From an optimization exercise on the open Yosys and OpenROAD flow, aimed at small area; shortcuts taken in it are not production practice. At most, simulation tests tie the RTL to the original design; equivalence was not proved. No functional check of the RTL was part of runs 1 to 3. Power and IR drop assume default switching activity.

<file path="flow/design.v">
package rx_e1_pkg;
   localparam int E1_SLOTS = 14;
   localparam int MF_LEN   = 16;
   localparam int MFI_W    = $clog2(MF_LEN);
   localparam int CH_W     = 6;
   typedef struct packed {
      logic [CH_W-1:0] ch;
      logic [7:0]      dat_byte;
   } e1_word_t;
   function automatic int gn(input int ch_n);
      gn = (ch_n + E1_SLOTS - 1) / E1_SLOTS;
   endfunction
endpackage
module rx_e1_sync_fifo #(
   parameter int W  = 14,
   parameter int AW = 4
) (
   input  logic         clk,
   input  logic         rst,
   input  logic         wr_en,
   input  logic [W-1:0] wr_data,
   input  logic         rd_en,
   output logic [W-1:0] rd_data,
   output logic         full,
   output logic         empty
);
   localparam int N = 2**AW;
   logic [W-1:0] mem_q [N];
   logic [AW:0]  wp_q, rp_q;
   logic         same, do_rd;
   logic [N-1:0] rsel;
   assign same  = (wp_q[AW-1:0] == rp_q[AW-1:0]);
   assign full  = same & (wp_q[AW] ^ rp_q[AW]);
   assign empty = same & ~(wp_q[AW] ^ rp_q[AW]);
   assign do_rd = rd_en & ~empty;
   always_comb begin
      rd_data = '0;
      for (int k = 0; k < N; k++) begin
         rsel[k] = (rp_q[AW-1:0] == AW'(k)) & ~empty;
         rd_data = rd_data | ({W{rsel[k]}} & mem_q[k]);
      end
   end
   always_ff @(posedge clk or posedge rst) begin
      if (rst) begin
         wp_q <= '0;
         rp_q <= '0;
      end else begin
         if (wr_en) wp_q <= wp_q + 1'b1;
         if (do_rd) rp_q <= rp_q + 1'b1;
      end
   end
   always_ff @(posedge clk)
      for (int k = 0; k < N; k++)
         if (wr_en && wp_q[AW-1:0] == AW'(k)) mem_q[k] <= wr_data;
endmodule
module rx_e1_byte_pack #(
   parameter int CH_N    = 42,
   parameter int FIFO_AW = 4
) (
   input  logic             Ck,
   input  logic             Rs,
   input  logic [rx_e1_pkg::MFI_W-1:0] E1_MFI,
   input  logic [5:0]       Dv_Dat,
   input  logic [CH_N-1:0]  Ch_En,
   output logic             Out_Vld,
   input  logic             Out_Rdy,
   output logic [rx_e1_pkg::CH_W-1:0] Out_Ch,
   output logic [7:0]       Out_Byte,
   output logic [CH_N-1:0]  Ovr_Flag,
   input  logic             Ovr_Clr
);
   localparam int SL = rx_e1_pkg::E1_SLOTS;
   logic [SL-1:0]   slot;
   logic [CH_N-1:0] psel, pwr, full_q, ovr_q;
   logic [7:0]      sr_q   [CH_N];
   logic [7:0]      hold_q [CH_N];
   logic [rx_e1_pkg::CH_W-1:0] ptr_q;
   logic            rs_seen, sel_full, fifo_full, fifo_empty, fifo_wr;
   logic [7:0]      sel_hold;
   logic [rx_e1_pkg::CH_W+7:0] rd_word;
   always_ff @(posedge Ck or posedge Rs)
      if (Rs) rs_seen <= 1'b1;
      else    rs_seen <= 1'b0;
   always_comb
      for (int m = 0; m < SL; m++) slot[m] = (E1_MFI == rx_e1_pkg::MFI_W'(m));
   always_comb
      for (int c = 0; c < CH_N; c++) begin
         psel[c] = (ptr_q == rx_e1_pkg::CH_W'(c)) & ~rs_seen;
         pwr[c]  = psel[c] & ~fifo_full;
      end
   for (genvar c = 0; c < CH_N; c++) begin : g_ch
      logic       hit, dat, en, hen, sh, kp, done;
      logic [7:0] sr, sr_d;
      assign sr   = sr_q[c];
      assign hit  = slot[c % SL] & Dv_Dat[2*(c / SL) + 1];
      assign dat  = Dv_Dat[2*(c / SL)];
      assign en   = Ch_En[c] & ~rs_seen;
      assign hen  = en & hit;
      assign sh   = hen & ~sr[7];
      assign kp   = en & ~hit;
      assign done = hen & sr[7];
      always_comb begin
         for (int i = 2; i < 8; i++) sr_d[i] = (sh & sr[i-1]) | (kp & sr[i]);
         sr_d[1] = rs_seen ? (Ch_En[c] & hit) : ((sh & sr[0]) | (kp & sr[1]));
         sr_d[0] = rs_seen ? (~Ch_En[c] | ~hit | dat) : (~en | (hit & (sr[7] | dat)) | (kp & sr[0]));
      end
      always_ff @(posedge Ck) begin
         sr_q[c]   <= sr_d;
         full_q[c] <= en & (done | (full_q[c] & ~pwr[c]));
         if (done) hold_q[c] <= {sr[6:0], dat};
      end
      always_ff @(posedge Ck or posedge Rs)
         if (Rs) ovr_q[c] <= 1'b0;
         else    ovr_q[c] <= (ovr_q[c] & ~Ovr_Clr) | (done & full_q[c] & ~pwr[c]);
   end
   always_comb begin
      sel_full = 1'b0;
      sel_hold = '0;
      for (int c = 0; c < CH_N; c++) begin
         sel_full = sel_full | (psel[c] & full_q[c]);
         sel_hold = sel_hold | ({8{psel[c]}} & hold_q[c]);
      end
   end
   assign fifo_wr = sel_full & ~fifo_full;
   always_ff @(posedge Ck or posedge Rs) begin
      if (Rs)                                         ptr_q <= '0;
      else if (!(sel_full && fifo_full)) begin
         if (ptr_q == rx_e1_pkg::CH_W'(CH_N - 1))     ptr_q <= '0;
         else                                         ptr_q <= ptr_q + 1'b1;
      end
   end
   assign Ovr_Flag = ovr_q;
   rx_e1_sync_fifo #(
      .W  (rx_e1_pkg::CH_W + 8),
      .AW (FIFO_AW)
   ) u_fifo (
      .clk     (Ck),
      .rst     (Rs),
      .wr_en   (fifo_wr),
      .wr_data ({ptr_q, sel_hold}),
      .rd_en   (Out_Rdy),
      .rd_data (rd_word),
      .full    (fifo_full),
      .empty   (fifo_empty)
   );
   assign Out_Vld  = ~fifo_empty;
   assign Out_Ch   = rd_word[rx_e1_pkg::CH_W+7:8];
   assign Out_Byte = rd_word[7:0];
endmodule
</file>
<file path="flow/run.sh">
#!/bin/bash
# synth_recipe.tcl (not shown) runs the flow's synth.tcl, then flattens the netlist and writes it again
# the make line also repeats each setting of config.mk as NAME=value (left out here)
make -C /OpenROAD-flow-scripts/flow DESIGN_CONFIG=/design/flow/config.mk WORK_HOME=/design/flow/orfs CLKGATE_MAP_FILE= SYNTH_SCRIPT=/design/flow/synth_recipe.tcl finish
</file>
<file path="flow/config.mk">
export PLATFORM = sky130hd
export DESIGN_NAME = rx_e1_byte_pack
export DESIGN_NICKNAME = rx_e1_byte_pack
export VERILOG_FILES = /design/flow/design.v
export SDC_FILE = /design/flow/constraint.sdc
export NUM_CORES = 4
export LEC_CHECK = 0
export ABC_AREA = 1
export CAP_MARGIN = 20
export CORE_MARGIN = 2
export CORE_UTILIZATION = 65
export CTS_BUF_LIST = sky130_fd_sc_hd__clkbuf_4
export CTS_CLUSTER_SIZE = 10
export SLEW_MARGIN = 20
</file>
<file path="flow/constraint.sdc">
create_clock -name core_clock -period 10.0 [get_ports {Ck}]
set_input_delay 2.0000 -clock core_clock [delete_from_list [all_inputs] [get_ports {Ck}]]
set_output_delay 2.0000 -clock core_clock [all_outputs]
set_load 0.01 [all_outputs]
</file>
==> impl_results.md, run 1 <==
- Total Routing Usage GR: around 38%
- Crit. End Element: output port
- Fmax: between 0.15 and 0.2 GHz
- First-pass GRT wire length: about 170,000 um
- Synth area leader: edfxtp_1
- Post-DP HPWL: ~83,000 um
- Max-cap violations: 0
- H-tree levels: 4
- Vias in the first global route: between 20,000 and 30,000
- CTS tree: done
- Dpl cells: 4,707
- Hold_sp: sr_q[14][2]
- Avg Inst Size Synth: 10.03 um2
- Status: no timing/DRC/antenna violations
- Prevailing post-synth register cell: edfxtp_1
- I/O pin cnt: around 110
- Sinks on Clock Net: about 1,000
- CP delay by family, top: buffers and inverters
- Maximum vdd drop: ~0.00017 V
- CP Cell Sequence: xor2_1, nor2_1, nand3_2, buf_4, nand2_1, clkinv_1, nand2_1, nand4_1, nor2_1, nand2_1, clkdlybuf4s50_1
- Crit path DAT: about 4.2 ns
- Nets: between 4,000 and 5,000
- Top cells by area, synth: edfxtp_1, dfxtp_1, nand2_1
- CP required: about 8.0 ns
- Most common cell in the netlist: nand2_1
- Fillcell total: 4,156
- Most frequent cells after synthesis: nand2_1, inv_1, edfxtp_1
- Pre-antenna DRT Iters: 6
- Layout cells sized above 1: ~11%
- Final period utilization: 61.66%
- Synthesized instance count: about 3,900
- Area of the multi-input gates: approximately 10,000 um2
- Final Instance Count excl. Fillers: around 5,200
- Die ar.: 61,470 um2
- Post-CTS setup repair buffer count: 0
- Cts repair resizes: 0
- Worst-margin pin slew: ~1.2 ns
- Wirelength per Cell: between 20 and 25 um
- Critical path startpoint: u_fifo.wp_q[2]
- Initial antenna violation count: 5
- Placer congestion estimate: around 1.0
- Drt initial violations: ~3,600
- Crit path kind: reg2out
- Largest stage delay on the critical path: about 0.48 ns
- Cell Area, Synth: between 30,000 and 40,000 um2
- Pwr per Cell Area: around 210 nW/um2
- Hold Crit Class: reg2reg
- Final slew viol count: 0
- Critical Path Fanout Max: 74
- Residual DRC: 0
- Starting Density: 65.66%
- Yosys cell types: 39
- Via count: approximately 30,000
- Root Driver: clkbuf_4
- Via density: between 5 and 6
- Die width: about 250 um
- Die Ht: between 200 and 250 um
- Yosys warns: 5
- Number of flops mapped to enable cells by yosys: 560
- Crit path top cell by count: nand2_1
- Clock latency on the worst-skew pair: roughly 1.1 ns
- Setup repair after global routing missed its margin: no
- Fin crit period: slightly above 6 ns
- CTS buffer count: about 230
- Clk buf depth: 3
- Core area: around 60,000 um2
- Slowest-stage cell, CP: clkdlybuf4s50_1
- Setup Skew: between 0.06 and 0.07 ns
- IO buf count: around 110
- Yosys reg bits: roughly 1,000
- DRT antenna net count: 0
- GR Overflow Total: 0
- Register Area: 25,860 um2
- Clock network fraction of total power: between 30% and 40%
- CTS hold repair buffers: 0
- Startpoint types: flop
- Pint: around 0.0067 W
- Area grow syn2layout: 13.54%
- Sw Pwr: 0.002667 W
- Leak Pwr: about 17 nW
- Logic pwr share: approximately 14%
- WP buf/inv: 3
- Pin count of the biggest net entering global routing: between 70 and 80
- Slew HR: approximately 22%
- # rows: just under 90
- CTS clock-pin slew for the worst setup and hold paths: 0.07 ns
- Mapped Nets: just under 4,000
- Final setup TNS: 0 ns
- Seq/Total Area, Yosys: around 67%
- Fin. Hold Viols: 0
- Reg power frac: about half
- Reg2Reg Launch Point: rs_seen
- Yosys top cell area share: between 40% and 50%
- Setup violations, final: 0
- Ys async rst share: ~5.9%
- Detailed Route WL: between 100,000 and 150,000 um
- Switching power share of the total: about 29%
-- power groups by stage --
stage               registers (W)  logic [W]  clock network (W)
finish                    0.00461    0.00132            0.00341
global placement          0.00470    0.00127                  0
CTS                       0.00461    0.00130            0.00344
global route              0.00462    0.00142            0.00365
floorplan                 0.00462   0.000730                  0
detailed placement        0.00470    0.00129                  0
-- cell type report --
cell class                      count  area share [%]
Multi-Input combinational cell   2157           23.12
Clock inverter                     70          0.9259
Inverter                          645           5.521
Tap cell                          773           2.202
Timing Repair Buffer              135           2.934
Antenna cell                        7         0.03988
Clock buffer                      373           6.376
Sequential cell                   997           58.88
-- worst paths after layout --
kind,slack [ns],endpoint,cells past startpoint
worst min register to register,0.39,hold_q[14][3],0
worst max-delay path,3.83,Out_Byte[4],11
worst min-delay path,0.39,hold_q[14][3],0
min in group asynchronous,1.30,ovr_q[34],2
worst max register to register,4.81,u_fifo.mem_q[7][3],9
max in group asynchronous,7.42,ovr_q[6],3
-- registers in the layout, indices dropped and copies added (netlist names) --
signal        flops
full_q           42
sr_q            336
u_fifo.rp_q       5
ptr_q             6
u_fifo.mem_q    224
rs_seen           1
hold_q          336
ovr_q            42
u_fifo.wp_q       5
-- placed cells by master, fill, tap and decap left out, drive strengths merged, types with 2 or more instances in the layout --
cell type,count
buf,24
a21oi,37
dfxtp,378
nor2,252
nor3b,3
dfrtp,58
nand4,67
nor4,8
edfxtp,560
xor2,11
a311o,12
nand3,169
a221o,5
clkinvlp,2
xnor2,2
clkdlybuf4s50,111
nand3b,18
nand2,1106
clkbuf,373
clkinv,65
inv,644
nor3,68
bufinv,4
o22ai,304
o221ai,4
o31ai,18
ha,12
o21ai,59
diode,7
-- kinds of logic after synthesis --
| logic type | Yosys count | synth area share [%] |
|---|---|---|
| other | 1 | 0.009695 |
| DFF | 997 | 66.86 |
| buffers and inverters | 703 | 7.013 |
| AOI/OAI and AO/OA | 440 | 7.058 |
| adders and majority gates | 12 | 0.3882 |
| and+or+nand+nor | 1691 | 18.38 |
| xor gates and xnor gates | 13 | 0.2944 |
-- stage by stage --
step           total power [W]  cell area (um2)  hold WS (ns)  setup WS (ns)  util (%)
4_1_cts               0.009343            43880        0.4144          3.807     74.49
5_1_grt               0.009679            43900        0.4276          3.631     74.53
6_report              0.009343            43920        0.3943          3.834     74.55
2_1_floorplan         0.005354            38680        0.4082          6.290         -
3_3_place_gp          0.005965            40650        0.4095          4.984     69.00
3_5_place_dp          0.005993            40670        0.4133          4.953     69.05
-- routing by layer --
| layer | track usage, % | up-vias | wire length, um |
|---|---|---|---|
| li1 | - | 13680 | - |
| met1 | 49.60 | 14240 | 43860 |
| met2 | 57.63 | 1937 | 51590 |
| met3 | 10.95 | 390 | 13950 |
| met4 | 24.46 | 4 | 7644 |
| met5 | 0 | - | 22 |
==> run 2: changes to the inputs <==
==> flow/flow/run.sh (new file) <==
#!/bin/bash
# Own layout flow: the standard synthesis, then its combinational logic mapped again for area
# (registers untouched), then the standard ORFS layout of that netlist with a clock tree built
# from smaller clusters and without dummy loads.
set -euo pipefail
cd "$(dirname "$0")/.."
W=$PWD
PLAT=${FLOW_PLATFORM:-sky130hd}
R=orfs/results/$PLAT/rx_e1_byte_pack/base

bash standard.sh synth > $W/std_synth.log 2>&1
cp $R/1_2_yosys.v $W/std_netlist.v
cp -r orfs/reports $W/std_reports 2>/dev/null || true

export REMAP_LIB=$FLOW_HOME/platforms/$PLAT/lib/sky130_fd_sc_hd__tt_025C_1v80.lib
export REMAP_DONT_USE="sky130_fd_sc_hd__probe_p_8 sky130_fd_sc_hd__probec_p_8 sky130_fd_sc_hd__lpflow_*"
export REMAP_IN=$W/std_netlist.v REMAP_OUT=$W/remap.v REMAP_STAT=$W/remap_stat.txt
export REMAP_TOP=${FLOW_TOP:-rx_e1_byte_pack} REMAP_ABC=$W/flow/area.abc
yosys -c $W/flow/remap.tcl > $W/remap.log 2>&1

mv orfs orfs_std
CTS="-sink_clustering_enable -repair_clock_nets -dont_use_dummy_load"
CTS="$CTS -buf_list sky130_fd_sc_hd__clkbuf_8 -sink_clustering_size 16 -sink_clustering_max_diameter 50"
bash standard.sh SYNTH_NETLIST_FILES=$W/remap.v "CTS_ARGS=$CTS" finish > $W/layout.log 2>&1
==> flow/flow/area.abc (new file) <==
strash; &get -n; &dch -f; &nf -a; &put; strash; &get -n; &dch -f; &nf -a; &put
==> flow/flow/remap.tcl (new file) <==
# Re-map the combinational logic of the standard synthesis netlist with an area-oriented ABC
# script. Register instances keep their names and cell types; only the logic between them is
# mapped again.
yosys -import
set lib $::env(REMAP_LIB)
set dont_use {}
foreach c $::env(REMAP_DONT_USE) { lappend dont_use -dont_use $c }
read_liberty -ignore_miss_func -overwrite $lib
read_verilog $::env(REMAP_IN)
hierarchy -top $::env(REMAP_TOP)
set keep {sky130_fd_sc_hd__df* sky130_fd_sc_hd__edf* sky130_fd_sc_hd__sdf* sky130_fd_sc_hd__dl* sky130_fd_sc_hd__conb*}
setattr -mod -set keep_hierarchy 1 {*}$keep
flatten
hierarchy -top $::env(REMAP_TOP)
blackbox {*}$keep
opt_clean -purge
abc -script $::env(REMAP_ABC) -liberty $lib {*}$dont_use
opt_clean -purge
hilomap -singleton -hicell sky130_fd_sc_hd__conb_1 HI -locell sky130_fd_sc_hd__conb_1 LO
splitnets
opt_clean -purge
hierarchy -top $::env(REMAP_TOP)
tee -o $::env(REMAP_STAT) stat -liberty $lib
write_verilog -noattr -noexpr -nohex -nodec -selected $::env(REMAP_OUT)
==> flow/standard.sh (new file) <==
#!/bin/bash
# synth_recipe.tcl (not shown) runs the flow's synth.tcl, then flattens the netlist and writes it again
# the make line also repeats each setting of config.mk as NAME=value (left out here)
make -C /OpenROAD-flow-scripts/flow DESIGN_CONFIG=/design/flow/config.mk WORK_HOME=/design/flow/orfs CLKGATE_MAP_FILE= SYNTH_SCRIPT=/design/flow/synth_recipe.tcl "${@:-finish}"
--- a/flow/config.mk
+++ b/flow/config.mk
@@ -9,6 +9,4 @@
 export CAP_MARGIN = 20
 export CORE_MARGIN = 2
 export CORE_UTILIZATION = 65
-export CTS_BUF_LIST = sky130_fd_sc_hd__clkbuf_4
-export CTS_CLUSTER_SIZE = 10
 export SLEW_MARGIN = 20
removed: flow/run.sh
==> run 2 against run 1 <==
Against the previous run:
- core utilization decreased by 1.1 points
- final cell count decreased by 32%
- global-route usage decreased by 1.1 points
- clock power decreased by 44%
- critical path type unchanged
- still clean
- critical path depth decreased by 1
- sequential cell count unchanged
- setup slack improved by 0.38 ns
- synthesized cell count decreased by 35%
- sequential share of layout area increased by 6.2 points
- highest routed layer unchanged
==> impl_results.md, run 2 <==
- Area grow syn2layout: 11.18%
- Startpoint types: flop
- Yosys warns: 0
- GR Overflow Total: 0
- Pre-antenna DRT Iters: 7
- Fin crit period: around 5.8 ns
- Crit. End Element: output port
- Via density: ~7.1
- Drt initial violations: between 3,000 and 4,000
- Die Ht: roughly 240 um
- Pwr per Cell Area: about 180 nW/um2
- Status: no timing/DRC/antenna violations
- Clock latency on the worst-skew pair: around 0.7 ns
- Initial antenna violation count: 5
- CTS clock-pin slew for the worst setup and hold paths: around 0.09 ns
- Crit path top cell by count: buf_4
- Fmax: approximately 0.17 GHz
- Detailed Route WL: about 110,000 um
- Top flop regs: hold_q x336, sr_q x336, u_fifo.mem_q x224
- First-pass GRT wire length: around 150,000 um
- IO buf count: approximately 110
- Post-CTS setup repair buffer count: 0
- Most common cell after layout, fill and taps aside: edfxtp_1
- Worst-margin pin slew: between 1 and 1.5 ns
- Fin. Hold Viols: 0
- Final setup TNS: 0 ns
- Cts repair resizes: 0
- H-tree levels: 3
- Largest stage delay on the critical path: approximately 0.55 ns
- CTS buffer count: roughly 80
- Core area: roughly 54,000 um2
- Starting Density: 66.08%
- Final period utilization: 57.82%
- Via count: 24,850
- Fin Hold WS: between 0.4 and 0.5 ns
- Root Driver: clkbuf_8
- Die width: roughly 240 um
- CP required: around 8.0 ns
- Residual DRC: 0
- WP buf/inv: 3
- Most frequent cells in the layout: edfxtp_1, dfxtp_1, a22o_1
- CTS tree: done
- # rows: 85
- Setup Skew: approximately 0.064 ns
- Setup WS post-layout: approximately 4.2 ns
- Hold Crit Class: reg2reg
- Slowest-stage cell, CP: dfrtp_1
- CP delay by family, top: buffers and inverters
- Crit path kind: reg2out
- Max-cap violations: 0
- Pin count of the biggest net entering global routing: 84
- Cell Area, Synth: 35,770 um2
- Placer congestion estimate: about 1.1
- Leak Pwr: between 10 and 15 nW
- CP Cell Sequence: xor2_1, nor4_2, buf_4, a2111oi_2, buf_4, a222oi_1, nand4_1, a211oi_1, nand2_1, clkdlybuf4s50_1
- Nets: between 2,000 and 3,000
- Maximum vdd drop: about 0.00015 V
- Setup repair after global routing missed its margin: no
- Layout cells sized above 1: under 10%
- Post-DP HPWL: about 75,000 um
- Final slew viol count: 0
- CTS hold repair buffers: 0
- Total Routing Usage GR: between 30 and 40%
- Pre-CTS setup slack: 4.688 ns
- Slew HR: 18.77%
- Sinks on Clock Net: about 1,000
- Avg Inst Size Synth: 14.16 um2
- Vias in the first global route: 23,170
- Synthesized instance count: 2,526
- Setup violations, final: 0
- Clk buf depth: 3
- DRT antenna net count: 0
- Critical Path Fanout Max: 19
- I/O pin cnt: around 110
- Die ar.: between 50,000 and 60,000 um2
- Crit path DAT: between 3 and 4 ns
- Wirelength per Cell: 30.78 um
- Mapped Nets: approximately 2,600
## run 2: report_power, final
part	total [W]	internal (W)	switching (W)
clock network	0.00192	0.000701	0.00122
logic	0.000826	0.000341	0.000485
registers	0.00434	0.00430	0.0000400
## run 2: metal layers
metal	wire length [um]	up-vias	share of wire, %	track usage (%)
li1	-	10680	-	-
met1	39690	12300	37	50.64
met2	49970	1570	47	59.03
met3	11840	284	11	6.443
met4	5725	6	5.3	18.79
met5	56	-	0.052	0.4329
## run 2: final timing paths
path	start	end	slack [ns]	cells past startpoint
max	u_fifo.rp_q[0]	Out_Byte[6]	4.22	10
max reg2reg	rs_seen	u_fifo.mem_q[8][2]	5.18	7
max in group asynchronous	Rs	ovr_q[24]	7.14	3
min in group asynchronous	Rs	u_fifo.wp_q[1]	1.53	2
min	sr_q[8][4]	hold_q[8][5]	0.43	0
min reg2reg	sr_q[8][4]	hold_q[8][5]	0.43	0
## run 2: through the flow
| step | std cells | area (um2) | utilization, % | total power (W) |
|---|---|---|---|---|
| finish | 3486 | 39770 | 73.46 | 0.007091 |
| global route | 3486 | 39770 | 73.46 | 0.007269 |
| CTS | 3485 | 39590 | 73.13 | 0.007072 |
| detailed placement | 3407 | 38520 | 71.15 | 0.005249 |
| global placement | 3407 | 38500 | 71.12 | 0.005239 |
| floorplan | 2526 | 35770 | - | 0.004808 |
## run 2: layout make-up
class / instances / area (um2)
Antenna cell: 1 / 2.502
Clock buffer: 78 / 1074
Fill cell: 3499 / 14370
Inverter: 86 / 324.1
Multi-Input combinational cell: 1443 / 9968
Sequential cell: 997 / 25860
Tap cell: 696 / 870.8
Timing Repair Buffer: 185 / 1664
==> run 3: changes to the inputs <==
--- a/flow/flow/run.sh
+++ b/flow/flow/run.sh
@@ -21,4 +21,4 @@
 mv orfs orfs_std
 CTS="-sink_clustering_enable -repair_clock_nets -dont_use_dummy_load"
 CTS="$CTS -buf_list sky130_fd_sc_hd__clkbuf_8 -sink_clustering_size 16 -sink_clustering_max_diameter 50"
-bash standard.sh SYNTH_NETLIST_FILES=$W/remap.v "CTS_ARGS=$CTS" finish > $W/layout.log 2>&1
+bash standard.sh SYNTH_NETLIST_FILES=$W/remap.v "CTS_ARGS=$CTS" "BUFFER_PORTS_ARGS=-buffer_cell sky130_fd_sc_hd__buf_1" finish > $W/layout.log 2>&1
==> flow/flow/area.abc (replaced) <==
strash; dc2; dc2; dc2; &get -n; &dch -f; &nf -a -R 1000; &put; strash; &get -n; &dch -f; &nf -a -R 1000; &put; strash; &get -n; &dch -f; &nf -a -R 1000; &put
--- a/flow/config.mk
+++ b/flow/config.mk
@@ -6,7 +6,7 @@
 export NUM_CORES = 4
 export LEC_CHECK = 0
 export ABC_AREA = 1
-export CAP_MARGIN = 20
+export CAP_MARGIN = 10
 export CORE_MARGIN = 2
-export CORE_UTILIZATION = 65
-export SLEW_MARGIN = 20
+export CORE_UTILIZATION = 75
+export SLEW_MARGIN = 10
==> run 3 against run 2 <==
Against the previous run:
- hold slack gained 0.018 ns
- final area shrank 4.2%
- sequential cell count is the same
- non-clock buffer count grew 2
- via count grew 4.4%
- power shrank 2.8%
- die area shrank 15%
==> impl_results.md, run 3 <==
- Mapped Nets: around 2,500
- Setup Skew: between 0.07 and 0.08 ns
- Placer congestion estimate: between 1 and 1.5
- Cell Area, Synth: 35,170 um2
- Max-cap violations: 0
- GR Overflow Total: 0
- Clk buf depth: 3
- Pwr per Cell Area: 180.9 nW/um2
- Sinks on Clock Net: between 900 and 1,000
- Clock network fraction of total power: 27.2%
- Top flop regs: hold_q x336, sr_q x336, u_fifo.mem_q x224
- Core area: roughly 46,000 um2
- Critical Path Fanout Max: 14
- Crit path DAT: approximately 4.6 ns
- Final setup TNS: 0 ns
- CTS clock-pin slew for the worst setup and hold paths: approximately 0.10 ns
- First-pass GRT wire length: 164,900 um
- Reg2Reg Launch Point: ptr_q[1]
- Startpoint types: flop
- Fillcell total: 2,318
- Detailed Route WL: about 120,000 um
- Leak Pwr: between 10 and 15 nW
- Area grow syn2layout: 8.334%
- Sw Pwr: between 0.0015 and 0.002 W
- Pint: ~0.0052 W
- Final Instance Count excl. Fillers: around 3,300
- Initial antenna violation count: 4
- Hold_sp: sr_q[4][2]
- WP buf/inv: 3
- Final period utilization: 65.47%
- Setup violations, final: 0
- Setup repair after global routing missed its margin: no
- Final slew viol count: 0
- Post-DP HPWL: a little over 80,000 um
- Die Ht: 220.6 um
- Clock latency on the worst-skew pair: between 0.7 and 0.8 ns
- Avg Inst Size Synth: around 15 um2
- Drt initial violations: roughly 4,900
- CP delay by family, top: simple AND/OR/NAND/NOR gates
- Fin. Hold Viols: 0
- Total Routing Usage GR: between 40 and 50%
- Slew HR: roughly 15%
- Synthesized instance count: 2,397
- Worst-margin pin slew: ~1.3 ns
- Slowest-stage cell, CP: dfrtp_1
- IO buf count: about 110
- # rows: slightly below 80
- H-tree levels: 3
- DRT antenna net count: 0
- Most common cell after layout, fill and taps aside: edfxtp_1
- Nets: 2,715
- Crit path kind: reg2out
- Area of the multi-input gates: 9184 um2
- Root Driver: clkbuf_8
- Register Area: about 26,000 um2
- Crit. End Element: output port
- Die width: between 200 and 250 um
- Reg power frac: between 60% and 70%
- Core Util, Final: 82.03%
- Post-CTS setup repair buffer count: 0
- Status: no timing/DRC/antenna violations
- Via count: around 26,000
- Residual DRC: 0
- Critical path startpoint: u_fifo.rp_q[2]
- Fin crit period: 6.547 ns
- CP required: 8.00 ns
- Fin area: between 30,000 and 40,000 um2
- Most frequent cells in the layout: edfxtp_1, dfxtp_1, a22o_1
- Total design power: 0.006895 W
- Die ar.: slightly below 50,000 um2
- Dpl cells: approximately 3,200
- Cts repair resizes: 0
- Pin count of the biggest net entering global routing: between 60 and 70
- Placed instance area: about 37,000 um2
- Hold Crit Class: reg2reg
- Pre-antenna DRT Iters: 10
- Logic pwr share: 9.9%
- CP Cell Sequence: xor2_1, nor4_1, nand2_1, nand2_1, clkinv_1, nand2_1, nor2_1, buf_4, a222oi_1, nand4_1, a221oi_1, nand3_1, buf_1
- Wirelength per Cell: around 36 um
- Maximum vdd drop: between 0.00015 and 0.0002 V
- Via density: approximately 7.9
- Crit path top cell by count: nand2_1
- CTS hold repair buffers: 0
- I/O pin cnt: around 110
- Starting Density: around three quarters
- Yosys warns: 0
- Vias in the first global route: 24,460
- CTS buffer count: 73
- Fmax: approximately 0.15 GHz
- Largest stage delay on the critical path: roughly 0.55 ns
- CTS tree: done
- Layout cells sized above 1: under 10%
- Switching power share of the total: ~25%
==> run 3: changes by cell type in the layout (fill, tap and decap cells not counted), sizes merged, moves of 11 or more <==
cell / delta
clkdlybuf4s50: -111
a222oi: +20
buf: +104
and2: -12
a22oi: -20
nand2: -138
nor2: +31
and3: -11
nand4b: -14
a21oi: +17
nor3b: -14
a221oi: +16
a2111oi: -12
o31ai: +31
==> run 3: metal layers <==
layer | up-vias | GRT usage, % | share of wire, %
met1 | 12410 | 60.50 | 32
met5 | - | 0 | 0.011
li1 | 10320 | - | -
met2 | 2575 | 73.68 | 45
met3 | 631 | 12.49 | 14
met4 | 2 | 34.24 | 9.1
==> run 3: worst paths after layout <==
| check | depth (start not counted) | slack [ns] | to |
|---|---|---|---|
| max | 13 | 3.45 | Out_Byte[2] |
| min | 0 | 0.45 | hold_q[4][3] |
| max reg2reg | 12 | 4.63 | u_fifo.mem_q[15][6] |
| min reg2reg | 0 | 0.45 | hold_q[4][3] |
| max in group asynchronous | 3 | 7.61 | ovr_q[21] |
| min in group asynchronous | 3 | 1.61 | ovr_q[34] |
==> run 3: power groups by stage <==
stage	Sequential (W)	Combinational [W]	Clock, W
after floorplan	0.00442	0.000370	0
after global placement	0.00443	0.000617	0
after detailed placement	0.00443	0.000651	0
after CTS	0.00433	0.000657	0.00183
after global routing	0.00434	0.000708	0.00198
final	0.00434	0.000685	0.00187
==> run 3: per-stage QoR <==
step	hold WS (ns)	worst slack (ns)
global placement	0.4397	4.729
detailed placement	0.4454	4.502
finish	0.4508	3.453
CTS	0.4453	3.621
global route	0.4539	3.339
floorplan	0.4262	5.292
==> run 3: cell type report <==
type	instances	area share (%)
Multi-Input combinational cell	1315	24.10
Inverter	85	0.8373
Timing Repair Buffer	187	2.561
Sequential cell	997	67.87
Tap cell	607	1.993
Clock buffer	73	2.637
Antenna cell	1	0.006567
==> run 4: changes to the inputs <==
--- a/flow/design.v
+++ b/flow/design.v
@@ -25,33 +25,37 @@
    output logic         empty
 );
    localparam int N = 2**AW;
-   logic [W-1:0] mem_q [N];
-   logic [AW:0]  wp_q, rp_q;
-   logic         same, do_rd;
-   logic [N-1:0] rsel;
-   assign same  = (wp_q[AW-1:0] == rp_q[AW-1:0]);
-   assign full  = same & (wp_q[AW] ^ rp_q[AW]);
-   assign empty = same & ~(wp_q[AW] ^ rp_q[AW]);
-   assign do_rd = rd_en & ~empty;
+   logic [W-1:0]  mem_q [N];
+   logic [AW-1:0] top_q;
+   logic          nz_q, do_rd;
+   logic [N-1:0]  rsel;
+   assign full  = nz_q & (&top_q);
+   assign empty = ~nz_q;
+   assign do_rd = rd_en & nz_q;
    always_comb begin
       rd_data = '0;
       for (int k = 0; k < N; k++) begin
-         rsel[k] = (rp_q[AW-1:0] == AW'(k)) & ~empty;
+         rsel[k] = (top_q == AW'(k)) & nz_q;
          rd_data = rd_data | ({W{rsel[k]}} & mem_q[k]);
       end
    end
    always_ff @(posedge clk or posedge rst) begin
       if (rst) begin
-         wp_q <= '0;
-         rp_q <= '0;
-      end else begin
-         if (wr_en) wp_q <= wp_q + 1'b1;
-         if (do_rd) rp_q <= rp_q + 1'b1;
+         top_q <= '0;
+         nz_q  <= 1'b0;
+      end else if (wr_en && !do_rd) begin
+         if (nz_q) top_q <= top_q + 1'b1;
+         nz_q <= 1'b1;
+      end else if (do_rd && !wr_en) begin
+         if (top_q == '0) nz_q  <= 1'b0;
+         else             top_q <= top_q - 1'b1;
       end
    end
    always_ff @(posedge clk)
-      for (int k = 0; k < N; k++)
-         if (wr_en && wp_q[AW-1:0] == AW'(k)) mem_q[k] <= wr_data;
+      if (wr_en) begin
+         mem_q[0] <= wr_data;
+         for (int k = 1; k < N; k++) mem_q[k] <= mem_q[k-1];
+      end
 endmodule
 module rx_e1_byte_pack #(
    parameter int CH_N    = 42,
--- a/flow/config.mk
+++ b/flow/config.mk
@@ -9,4 +9,5 @@
 export CAP_MARGIN = 10
 export CORE_MARGIN = 2
 export CORE_UTILIZATION = 75
+export GPL_TIMING_DRIVEN = 0
 export SLEW_MARGIN = 10
==> run 4 against run 3 <==
Against the previous run:
- still clean on timing, DRC and antenna
- first-iteration DRC count is 4.9% lower
- synthesized area down 0.71%
- setup slack lost 0.69 ns
- largest cell class unchanged
==> impl_results.md, run 4 <==
- Status: no timing/DRC/antenna violations
- Top flop regs: hold_q x336, sr_q x336, u_fifo.mem_q x224
- Pin count of the biggest net entering global routing: 106
- Most common cell after layout, fill and taps aside: edfxtp_1
- Fillcell total: 2,320
- Wirelength per Cell: ~34 um
- Cell Area, Synth: roughly 35,000 um2
- Crit path DAT: around 7.6 ns
- Final slew viol count: 0
- Fin crit period: just over 7 ns
- DRT antenna net count: 0
- Core area: between 40,000 and 50,000 um2
- Most frequent cells in the layout: edfxtp_1, dfxtp_1, a22o_1
- Setup violations, final: 0
- Nets: 2,668
- Synthesized instance count: about 2,400
- Via density: 7.777
- Final period utilization: 72.42%
- Residual DRC: 0
- Maximum vdd drop: around 0.00016 V
- I/O pin cnt: 113
- Setup repair after global routing missed its margin: no
- CP delay by family, top: simple AND/OR/NAND/NOR gates
- Via count: between 20,000 and 30,000
- CP Cell Sequence: nor2_1, nand2_1, nor2_1, a222oi_1, nand2_1, a221oi_1, nand3_1, a2111oi_0, nand4_1, nand2_1, clkinv_4, buf_16, buf_16
- Crit path top cell by count: nand2_1
- Crit path kind: reg2reg
- CTS tree: done
- Vias in the first global route: roughly 23,000
- H-tree levels: 3
- Drt initial violations: approximately 4,600
- Crit. End Element: flop
- Startpoint types: flop
- GR Overflow Total: 0
- Root Driver: clkbuf_8
- CTS clock-pin slew for the worst setup and hold paths: 0.10 ns
- R2R depth: 13
- Area grow syn2layout: 8.218%
- Die Ht: approximately 220 um
- Critical path startpoint: rs_seen
- Setup slack, reg-to-reg: roughly 2.8 ns
- Slowest-stage cell, CP: a221oi_1
- Setup Skew: 0.04786 ns
- Die ar.: a little under 50,000 um2
- Layout cells sized above 1: between 6 and 7%
- Max-cap violations: 0
- Core Util, Final: approximately 82%
- Worst-margin pin slew: 1.414 ns
- Fin area: approximately 38,000 um2
- Detailed Route WL: 109,100 um
- Initial antenna violation count: 5
- Pre-antenna DRT Iters: 9
- Mapped Nets: 2,445
- Total Routing Usage GR: a little under half
- Largest stage delay on the critical path: ~0.96 ns
- # rows: 79
- Clk buf depth: 3
- Yosys warns: 0
- Clock latency on the worst-skew pair: around 0.7 ns
- Stages on the worst setup path: 13
- Pwr per Cell Area: about 180 nW/um2
- Starting Density: 75.50%
- Fin. Hold Viols: 0
- CTS hold repair buffers: 0
- Critical Path Fanout Max: around 110
- CP required: slightly above 10 ns
- Slew HR: about 5.4%
- RR Endpoint: u_fifo.mem_q[2][5]
- Worst setup path endpoint: u_fifo.mem_q[2][5]
- Cts repair resizes: 0
- Reg2Reg Launch Point: rs_seen
- Placed instance area: about 37,000 um2
- Setup WS post-layout: between 2 and 3 ns
- First-pass GRT wire length: 155,000 um
- Total design power: approximately 0.0068 W
- Final setup TNS: 0 ns
- Fmax: around 0.14 GHz
- Leak Pwr: approximately 13 nW
- Pre-CTS setup slack: roughly 3.4 ns
- Placer congestion estimate: approximately 1.0
- Avg Inst Size Synth: between 10 and 15 um2
- CTS buffer count: 74
- Post-DP HPWL: about 77,000 um
- Sinks on Clock Net: a little under 1,000
- Die width: approximately 220 um
- Post-CTS setup repair buffer count: 0
- WP buf/inv: 3
- Hold Crit Class: reg2reg
- IO buf count: around 110
-- run 4: per-layer routing --
metal	track usage [%]	vias to the layer above	routed length [um]	share of wire, %
met5	0.3125	-	26	0.024
met4	30.85	4	8822	8.1
met3	11.01	458	15060	14
met2	67.86	2363	48550	45
met1	59.66	12070	36590	34
li1	-	10150	-	-
-- run 4: worst min-delay path by stage --
stage	start	to	slack [ns]	cells past startpoint
2_1_floorplan	u_fifo.mem_q[9][1]	u_fifo.mem_q[10][1]	0.43	0
3_3_place_gp	u_fifo.mem_q[2][8]	u_fifo.mem_q[3][8]	0.43	0
3_5_place_dp	u_fifo.mem_q[4][7]	u_fifo.mem_q[5][7]	0.44	0
4_1_cts	sr_q[24][1]	hold_q[24][2]	0.43	0
5_1_grt	sr_q[24][1]	hold_q[24][2]	0.44	0
6_report	sr_q[24][1]	hold_q[24][2]	0.43	0
-- run 4: power by group --
group	total [W]	switching, W	leakage [nW]	internal [W]
combinational	0.000542	0.000390	3.24	0.000151
sequential	0.00437	0.0000678	8.99	0.00430
clock	0.00188	0.00122	0.532	0.000667
-- run 4: worst register-to-register path, cell delays in order (launching register included) --
cell and delay [ns]:
dfstp_4 0.95, nor2_1 0.14, nand2_1 0.54, nor2_1 0.48, a222oi_1 0.88, nand2_1 0.14
a221oi_1 0.96, nand3_1 0.18, a2111oi_0 0.58, nand4_1 0.61, nand2_1 0.48, clkinv_4 0.24
buf_16 0.33, buf_16 0.33
-- run 4: layout make-up --
class	count	area (um2)	share of cell area [%]
Clock buffer	74	1018	2.695
Tap cell	607	759.5	2.009
Inverter	81	314.1	0.8309
Antenna cell	4	10.01	0.02648
Timing Repair Buffer	147	877.1	2.321
Sequential cell	992	25740	68.10
Multi-Input combinational cell	1316	9077	24.02
-- run 4: per-stage QoR --
stage                     hold slack (ns)  instances
final                              0.4337       3221
after global routing               0.4381       3217
after CTS                          0.4341       3213
after detailed placement           0.4353       3139
after global placement             0.4289       3108
after floorplan                    0.4252       2389
==> run 5: changes to the inputs <==
--- a/flow/config.mk
+++ b/flow/config.mk
@@ -9,5 +9,4 @@
 export CAP_MARGIN = 10
 export CORE_MARGIN = 2
 export CORE_UTILIZATION = 75
-export GPL_TIMING_DRIVEN = 0
 export SLEW_MARGIN = 10
==> run 5 against run 4 <==
Against the previous run:
- still clean on timing, DRC and antenna
- via count is 5.0% higher
- setup slack better by 1.7 ns
- core utilization is 0.27 points lower
- routed wire length is 10% higher
- sequential cell count stayed put
- fmax is 32% higher
- first-iteration DRC count is 23% higher
- highest routed layer unchanged
==> impl_results.md, run 5 <==
- Met1 usage: ~64%
- Most common cell after layout, fill and taps aside: edfxtp_1
- Total Routing Usage GR: 50.04%
- Crit path kind: reg2reg
- Synthesized instance count: roughly 2,400
- Most used routing layer in global routing: met2
- Pre-antenna DRT Iters: 10
- First-pass GRT wire length: about 170,000 um
- Fmax: roughly 0.18 GHz
- Final slew viol count: 0
- CP delay by family, top: simple AND/OR/NAND/NOR gates
- Max-cap violations: 0
- Starting Density: between 70% and 80%
- WP buf/inv: 2
- Yosys warns: 0
- Nets: ~2,700
- Root Driver: clkbuf_8
- Crit. End Element: flop
- Setup violations, final: 0
- Cell Area, Synth: approximately 35,000 um2
- Core area: ~46,000 um2
- Wirelength per Cell: 37.06 um
- Met2 Use GR: between 70% and 80%
- Die Ht: roughly 220 um
- Clk buf depth: 3
- Placer congestion estimate: roughly 1.1
- Worst-margin pin slew: around 1.4 ns
- Vias in the first global route: ~24,000
- Slew HR: 9.049%
- Die ar.: 48,310 um2
- IO buf count: between 100 and 150
- Final setup TNS: 0 ns
- Initial antenna violation count: 12
- Setup Skew: a little under 0.07 ns
- CP required: 10.30 ns
- Top flop regs: hold_q x336, sr_q x336, u_fifo.mem_q x224
- Fin Hold WS: between 0.4 and 0.5 ns
- Drt initial violations: roughly 5,700
- Final period utilization: 54.93%
- Fin. Hold Viols: 0
- Via count: between 20,000 and 30,000
- Detailed Route WL: between 100,000 and 150,000 um
- DRT antenna net count: 0
- Cts repair resizes: 0
- Post-CTS setup repair buffer count: 0
- GR Overflow Total: 0
- Leak Pwr: approximately 13 nW
- Die width: about 220 um
- Dpl cells: approximately 3,200
- Pwr per Cell Area: approximately 180 nW/um2
- Fillcell total: around 2,200
- Status: no timing/DRC/antenna violations
- Layout cells sized above 1: around 6%
- H-tree levels: 3
- Most frequent cells in the layout: edfxtp_1, dfxtp_1, a22o_1
- Largest stage delay on the critical path: around 1.0 ns
- Pin count of the biggest net entering global routing: 128
- CP Cell Sequence: or3b_1, nor2_1, a222oi_1, nand2_1, a221oi_1, nand3_1, a2111oi_0, nand4_1, nand2_1, inv_8, buf_4
- Slowest-stage cell, CP: buf_4
- Setup repair after global routing missed its margin: no
- Setup slack, reg-to-reg: ~4.5 ns
- I/O pin cnt: 113
- CTS hold repair buffers: 0
- Mapped Nets: between 2,000 and 2,500
- Crit path top cell by count: nand2_1
- Critical Path Fanout Max: 127
- Avg Inst Size Synth: 14.62 um2
- Sinks on Clock Net: between 900 and 1,000
- Post-DP HPWL: approximately 82,000 um
- Crit path DAT: a little under 6 ns
- CTS clock-pin slew for the worst setup and hold paths: ~0.10 ns
- Residual DRC: 0
- CTS buffer count: between 70 and 80
- Fin crit period: approximately 5.5 ns
- Area grow syn2layout: 7.863%
- Via density: between 8 and 9
- Final Instance Count excl. Fillers: around 3,200
- Core Util, Final: roughly 81%
- CTS tree: done
- Hold Crit Class: reg2reg
- Met3 Use GR: between 10 and 15%
- # rows: 79
- Clock latency on the worst-skew pair: roughly 0.74 ns
- Maximum vdd drop: 0.0001801 V
- Startpoint types: flop
==> run 5: power by group <==
group | switching (W) | internal (W)
registers | 0.0000630 | 0.00430
logic | 0.000403 | 0.000149
clock network | 0.00125 | 0.000659
==> run 5: path summary, 6_finish.rpt <==
kind                                startpoint  depth (start not counted)             endpoint
max                                   ptr_q[4]                         11   u_fifo.mem_q[1][8]
min                        u_fifo.mem_q[1][12]                          0  u_fifo.mem_q[2][12]
max reg2reg                           ptr_q[4]                         11   u_fifo.mem_q[1][8]
min reg2reg                u_fifo.mem_q[1][12]                          0  u_fifo.mem_q[2][12]
max in group asynchronous                   Rs                          3             ovr_q[5]
min in group asynchronous                   Rs                          3             ovr_q[4]
==> run 5: layer usage <==
metal	part of all wire, %	wire (um)	vias up
met5	0.020	24	-
met1	32	38330	12450
met2	44	52780	2950
met3	15	18300	700
li1	-	-	10200
met4	9.1	10950	4
==> run 5: layout make-up <==
cell class / count / area (um2) / share of cell area (%)
Sequential cell: 992 / 25740 / 68.31
Multi-Input combinational cell: 1316 / 8987 / 23.86
Clock buffer: 73 / 1005 / 2.667
Timing Repair Buffer: 171 / 853.3 / 2.265
Tap cell: 607 / 759.5 / 2.016
Inverter: 81 / 311.5 / 0.8270
Antenna cell: 8 / 20.02 / 0.05314
==> run 5: stage by stage <==
stage	power (W)	cell area, um2	worst slack [ns]
detailed placement	0.004951	36550	4.851
CTS	0.006718	37550	4.770
global route	0.006909	37660	4.368
global placement	0.004927	36550	5.011
floorplan	0.004703	34930	0.9310
finish	0.006822	37670	4.507
==> run 6: changes to the inputs <==
--- a/flow/config.mk
+++ b/flow/config.mk
@@ -6,7 +6,7 @@
 export NUM_CORES = 4
 export LEC_CHECK = 0
 export ABC_AREA = 1
-export CAP_MARGIN = 10
+export CAP_MARGIN = 0
 export CORE_MARGIN = 2
 export CORE_UTILIZATION = 75
-export SLEW_MARGIN = 10
+export SLEW_MARGIN = 0
==> run 6 against run 5 <==
Against the previous run:
- the layout now fails its checks (max-capacitance violations, max-slew violations)
- largest cell class unchanged
- fmax increased by 0.47%
- first-iteration DRC count up 6.2%
- power down 0.18%
==> impl_results.md, run 6 <==
- Post-CTS setup repair buffer count: 0
- Final setup TNS: 0 ns
- Die Ht: between 200 and 250 um
- Most frequent cells in the layout: edfxtp_1, dfxtp_1, a22o_1
- Setup WS post-layout: 4.533 ns
- Mapped Nets: about 2,400
- CP Cell Sequence: or3_1, nor2_1, a222oi_1, nand4_1, a2111oi_0, nand4_1, nand2_1, inv_8, buf_4
- First-pass GRT wire length: around 170,000 um
- Slew HR: -3.722%
- CTS buffer count: 73
- Via count: between 20,000 and 30,000
- Fmax: ~0.18 GHz
- # rows: 79
- Nets: approximately 2,700
- Yosys warns: 0
- Crit. End Element: flop
- CTS clock-pin slew for the worst setup and hold paths: ~0.1 ns
- Setup Skew: around 0.063 ns
- Initial antenna violation count: 12
- Clk buf depth: 3
- Slowest-stage cell, CP: buf_4
- Crit path DAT: 5.77 ns
- Final slew viol count: 9
- Fin crit period: about 5.5 ns
- Hold Crit Depth: 0
- Hold_sp: u_fifo.mem_q[1][12]
- Synthesized instance count: approximately 2,400
- CP delay by family, top: simple AND/OR/NAND/NOR gates
- H-tree levels: 3
- Root Driver: clkbuf_8
- Placer congestion estimate: 1.074
- GR Overflow Total: 0
- Hold Crit Class: reg2reg
- Area grow syn2layout: 7.624%
- Drt initial violations: slightly above 6,000
- Pre-antenna DRT Iters: 10
- Max-cap violations: 1
- Worst-margin pin slew: around 1.5 ns
- Dpl cells: 3,161
- Setup repair after global routing missed its margin: no
- Via density: a little over 8
- Status: finished with violations
- Vias in the first global route: roughly 24,000
- Failed Checks: max-capacitance violations, max-slew violations
- Maximum vdd drop: 0.0001791 V
- Startpoint types: flop
- Pwr per Cell Area: 181.2 nW/um2
- Post-DP HPWL: roughly 82,000 um
- Die width: around 220 um
- Leak Pwr: ~13 nW
- Core area: 46,260 um2
- Reg2Reg Launch Point: ptr_q[5]
- WP buf/inv: 2
- Critical path startpoint: ptr_q[5]
- Pin count of the biggest net entering global routing: around 130
- I/O pin cnt: 113
- Cts repair resizes: 0
- Crit path top cell by count: nand4_1
- Total design power: between 0.006 and 0.007 W
- Fin. Hold Viols: 0
- Clock latency on the worst-skew pair: approximately 0.73 ns
- CTS tree: done
- Most common cell after layout, fill and taps aside: edfxtp_1
- Core Util, Final: between 80 and 90%
- Detailed Route WL: around 120,000 um
- Setup violations, final: 0
- Largest stage delay on the critical path: 1.06 ns
- Avg Inst Size Synth: 14.62 um2
- Wirelength per Cell: ~37 um
- Sinks on Clock Net: about 990
- R2R depth: 9
- Die ar.: a little under 50,000 um2
- Stages on the worst setup path: 9
- Residual DRC: 0
- CP required: roughly 10 ns
- IO buf count: about 110
- Crit path kind: reg2reg
- Top flop regs: hold_q x336, sr_q x336, u_fifo.mem_q x224
- Cell Area, Synth: roughly 35,000 um2
- Final Instance Count excl. Fillers: between 3,000 and 4,000
- Critical Path Fanout Max: 127
- Final period utilization: 54.67%
- Layout cells sized above 1: 5.401%
- CTS hold repair buffers: 0
- Pre-CTS setup slack: between 4 and 5 ns
- DRT antenna net count: 0
- Total Routing Usage GR: approximately 50%
- Starting Density: between 70% and 80%
==> run 6: worst paths after layout <==
kind	endpoint	slack, ns
setup / recovery	u_fifo.mem_q[5][13]	4.53
hold / removal	u_fifo.mem_q[2][12]	0.44
max in group asynchronous	ovr_q[5]	7.57
setup reg to reg	u_fifo.mem_q[5][13]	4.53
min in group asynchronous	ovr_q[4]	1.59
hold reg to reg	u_fifo.mem_q[2][12]	0.44
==> run 6: stage by stage <==
stage / hold WS (ns) / cell area [um2]
detailed placement: 0.4333 / 36550
global placement: 0.4275 / 36550
finish: 0.4416 / 37590
global route: 0.4597 / 37570
CTS: 0.4379 / 37550
floorplan: 0.4252 / 34930
==> run 6: per-layer routing <==
metal / part of all wire (%) / GRT usage [%] / vias to the layer above / wire length [um]
li1: - / - / 10180 / -
met1: 32 / 63.75 / 12490 / 38450
met2: 44 / 75.41 / 2989 / 52480
met3: 15 / 14.47 / 720 / 18130
met4: 9.3 / 33.40 / 6 / 11250
met5: 0.052 / 0 / - / 63
==> run 6: final cells by class <==
| cell class | count | area [um2] |
|---|---|---|
| Timing Repair Buffer | 167 | 833.3 |
| Sequential cell | 992 | 25740 |
| Antenna cell | 10 | 25.02 |
| Inverter | 81 | 311.5 |
| Tap cell | 607 | 759.5 |
| Fill cell | 2210 | 8671 |
| Multi-Input combinational cell | 1316 | 8919 |
| Clock buffer | 73 | 1005 |
==> run 6: worst reg2reg max path, delay by kind of cell, from the launching register on <==
kind	cells	cell delay [ns]
AOI/OAI and AO/OA	2	0.39
buffers and inverters	2	1.86
DFF	1	0.46
and+or+nand+nor	5	2.26
==> run 6: power by group <==
part / switching, W / internal [W] / total, W
Clock: 0.00124 / 0.000659 / 0.00190
Combinational: 0.000400 / 0.000148 / 0.000548
Sequential: 0.0000638 / 0.00430 / 0.00436
==> run 7: changes to the inputs <==
==> flow/flow/area.abc (replaced) <==
strash; &get -n; &dch -f; &nf -a; &put; strash; &get -n; &dch -f; &nf -a; &put
--- a/flow/config.mk
+++ b/flow/config.mk
@@ -6,7 +6,7 @@
 export NUM_CORES = 4
 export LEC_CHECK = 0
 export ABC_AREA = 1
-export CAP_MARGIN = 0
+export CAP_MARGIN = 10
 export CORE_MARGIN = 2
 export CORE_UTILIZATION = 75
-export SLEW_MARGIN = 0
+export SLEW_MARGIN = 10
==> run 7 against run 6 <==
Against the previous run:
- the run now finishes clean
- critical path type unchanged
- register-to-register slack gained 0.57 ns
- sequential share of layout area is 0.63 points lower
- largest cell class unchanged
- synthesized area up 0.96%
- largest power group unchanged
- critical endpoint is now u_fifo.top_q[2]
==> impl_results.md, run 7 <==
- Status: no timing/DRC/antenna violations
- Detailed Route WL: approximately 110,000 um
- Final slew viol count: 0
- Dpl cells: approximately 3,200
- Die width: 220.8 um
- Cts repair resizes: 0
- Post-DP HPWL: between 70,000 and 80,000 um
- Pin count of the biggest net entering global routing: 97
- CTS hold repair buffers: 0
- Pwr per Cell Area: ~170 nW/um2
- Pre-CTS setup slack: between 5 and 6 ns
- Hold Crit Class: reg2reg
- Starting Density: between 70% and 80%
- Worst-margin pin slew: 1.316 ns
- WP buf/inv: 1
- Mapped Nets: roughly 2,500
- CTS clock-pin slew for the worst setup and hold paths: ~0.1 ns
- Placer congestion estimate: roughly 1.1
- Fin crit period: between 4 and 5 ns
- Largest stage delay on the critical path: 0.93 ns
- Setup violations, final: 0
- Max-cap violations: 0
- Setup WS post-layout: just over 5 ns
- Leak Pwr: approximately 13 nW
- Die ar.: ~50,000 um2
- Top flop regs: hold_q x336, sr_q x336, u_fifo.mem_q x224
- Post-CTS setup repair buffer count: 0
- Pre-antenna DRT Iters: 10
- Fmax: roughly 0.20 GHz
- Die Ht: between 200 and 250 um
- Final period utilization: between 40% and 50%
- DRT antenna net count: 0
- Fin. Hold Viols: 0
- Vias in the first global route: 24,130
- Slew HR: ~11%
- Total design power: ~0.0063 W
- Avg Inst Size Synth: ~14 um2
- Final setup TNS: 0 ns
- Crit path top cell by count: nor4b_1
- Critical Path Fanout Max: 95
- H-tree levels: 3
- Root Driver: clkbuf_8
- Crit path DAT: 5.54 ns
- Drt initial violations: between 4,000 and 5,000
- Clock latency on the worst-skew pair: roughly 0.71 ns
- Most frequent cells in the layout: edfxtp_1, dfxtp_1, a22o_1
- First-pass GRT wire length: roughly 150,000 um
- CTS buffer count: between 70 and 80
- Total Routing Usage GR: between 40% and 50%
- CP delay by family, top: simple AND/OR/NAND/NOR gates
- Crit. End Element: flop
- Residual DRC: 0
- Cell Area, Synth: 35,260 um2
- CTS tree: done
- Sinks on Clock Net: between 900 and 1,000
- I/O pin cnt: 113
- Layout cells sized above 1: under 10%
- Setup Skew: about 0.060 ns
- CP Cell Sequence: nor4b_1, and2_0, a221oi_1, nor4b_1, nand3_1, and2_4, buf_4, a21oi_1, a311oi_1, xor2_1
- Clk buf depth: 3
- Core area: approximately 46,000 um2
- Startpoint types: flop
- Via density: about 7.6
- Initial antenna violation count: 5
- Most common cell after layout, fill and taps aside: edfxtp_1
- Maximum vdd drop: between 0.00015 and 0.0002 V
- Setup repair after global routing missed its margin: no
- Via count: between 20,000 and 30,000
- Synthesized instance count: 2,450
- Final Instance Count excl. Fillers: between 3,000 and 4,000
- # rows: 79
- Slowest-stage cell, CP: buf_4
- Wirelength per Cell: approximately 32 um
- Nets: approximately 2,700
- CP required: ~11 ns
- IO buf count: about 110
- Area grow syn2layout: 7.611%
- GR Overflow Total: 0
- Crit path kind: reg2reg
- Yosys warns: 0
## run 7: cell count changes in the layout (fill, tap and decap cells not counted), sizes merged, moves of 10 or more
| cell | before | now |
|---|---|---|
| a222oi | 138 | 116 |
| nand2 | 173 | 194 |
| a22oi | 42 | 58 |
| and3 | 44 | 58 |
| nor2 | 186 | 173 |
| and2 | 3 | 14 |
| a221oi | 30 | 20 |
| nor2b | 21 | 11 |
## run 7: report_power, final
part | internal (W) | switching [W]
Sequential | 0.00427 | 0.00000795
Combinational | 0.0000276 | 0.000103
Clock | 0.000658 | 0.00121
## run 7: area by class of cell
type	instances	area [um2]
antenna	3	7.507
clock buffer	73	1005
fill	2416	8512
inverter	83	311.5
multi-input combinational	1375	9303
sequential	992	25740
tap	607	759.5
timing repair buffer	166	819.5
## run 7: path summary, 6_finish.rpt
check                               startpoint             endpoint  slack, ns  cells past startpoint
max in group asynchronous                   Rs             ovr_q[4]       7.65                      3
min reg2reg                u_fifo.mem_q[1][11]  u_fifo.mem_q[2][11]       0.44                      0
min                        u_fifo.mem_q[1][11]  u_fifo.mem_q[2][11]       0.44                      0
min in group asynchronous                   Rs      u_fifo.top_q[1]       1.63                      3
max                                   ptr_q[2]      u_fifo.top_q[2]       5.10                     10
max reg2reg                           ptr_q[2]      u_fifo.top_q[2]       5.10                     10
## run 7: worst reg2reg max path: cells and delay by family, from the launching register on
family	cells	cell delay [ns]
compound gates	3	0.81
buf+inv	1	0.93
flops	1	0.74
xor+xnor	1	0.19
simple gates	5	2.19
## run 7: routing by layer
layer	share of wire, %	global-route usage [%]	vias up	wire length, um
li1	-	-	10380	-
met1	34	55.55	12080	36490
met2	45	66.11	2099	48300
met3	13	10.78	485	13310
met4	7.6	26.76	4	8039
met5	0.024	0	-	26
## run 7: per-stage QoR
stage	util, %	cell area [um2]	hold slack [ns]
finish	81.68	37950	0.4391
detailed placement	79.35	36860	0.4349
global placement	79.35	36860	0.4285
floorplan	-	35260	0.4252
global route	81.66	37940	0.4371
CTS	81.51	37870	0.4313

==> static timing again, ports no longer ideal <==
How much do the figures lean on ideal ports? The routed layouts below were timed once more, with nothing changed but the port constraints. Step 1 (the two cells are an assumption about what drives the block):
set clk [get_ports {Ck}]
set_driving_cell -lib_cell sky130_fd_sc_hd__clkbuf_16 $clk
set_driving_cell -lib_cell sky130_fd_sc_hd__buf_2 [delete_from_list [all_inputs] $clk]
Step 2 moves the port delays by t, midway between the first and last clock arrival at a register: inputs arrive t later, outputs are due t later. That takes back most of the time a late clock gives input paths. Slacks: no drivers / after step 1 / after step 2; pairs: no drivers / after step 1.
run	shift t [ns]	setup slack, ns	worst setup path after step 2	latest minus earliest clock arrival (ns)	pins driven straight from the clock port
run 1	1.124	3.834 / 3.769 / 4.726	input to register	0.068 / 0.068	1
run 2	0.725	4.218 / 4.161 / 4.529	input to register	0.070 / 0.070	1
run 3	0.740	3.453 / 3.393 / 4.133	register to output	0.081 / 0.080	1
run 4	0.748	2.758 / 2.758 / 2.758	register to register	0.050 / 0.051	1
run 5	0.762	4.507 / 4.507 / 4.507	register to register	0.076 / 0.077	1
run 6	0.760	4.533 / 4.492 / 4.533	register to register	0.069 / 0.069	1
run 7	0.745	5.098 / 5.048 / 5.098	register to register	0.062 / 0.062	1
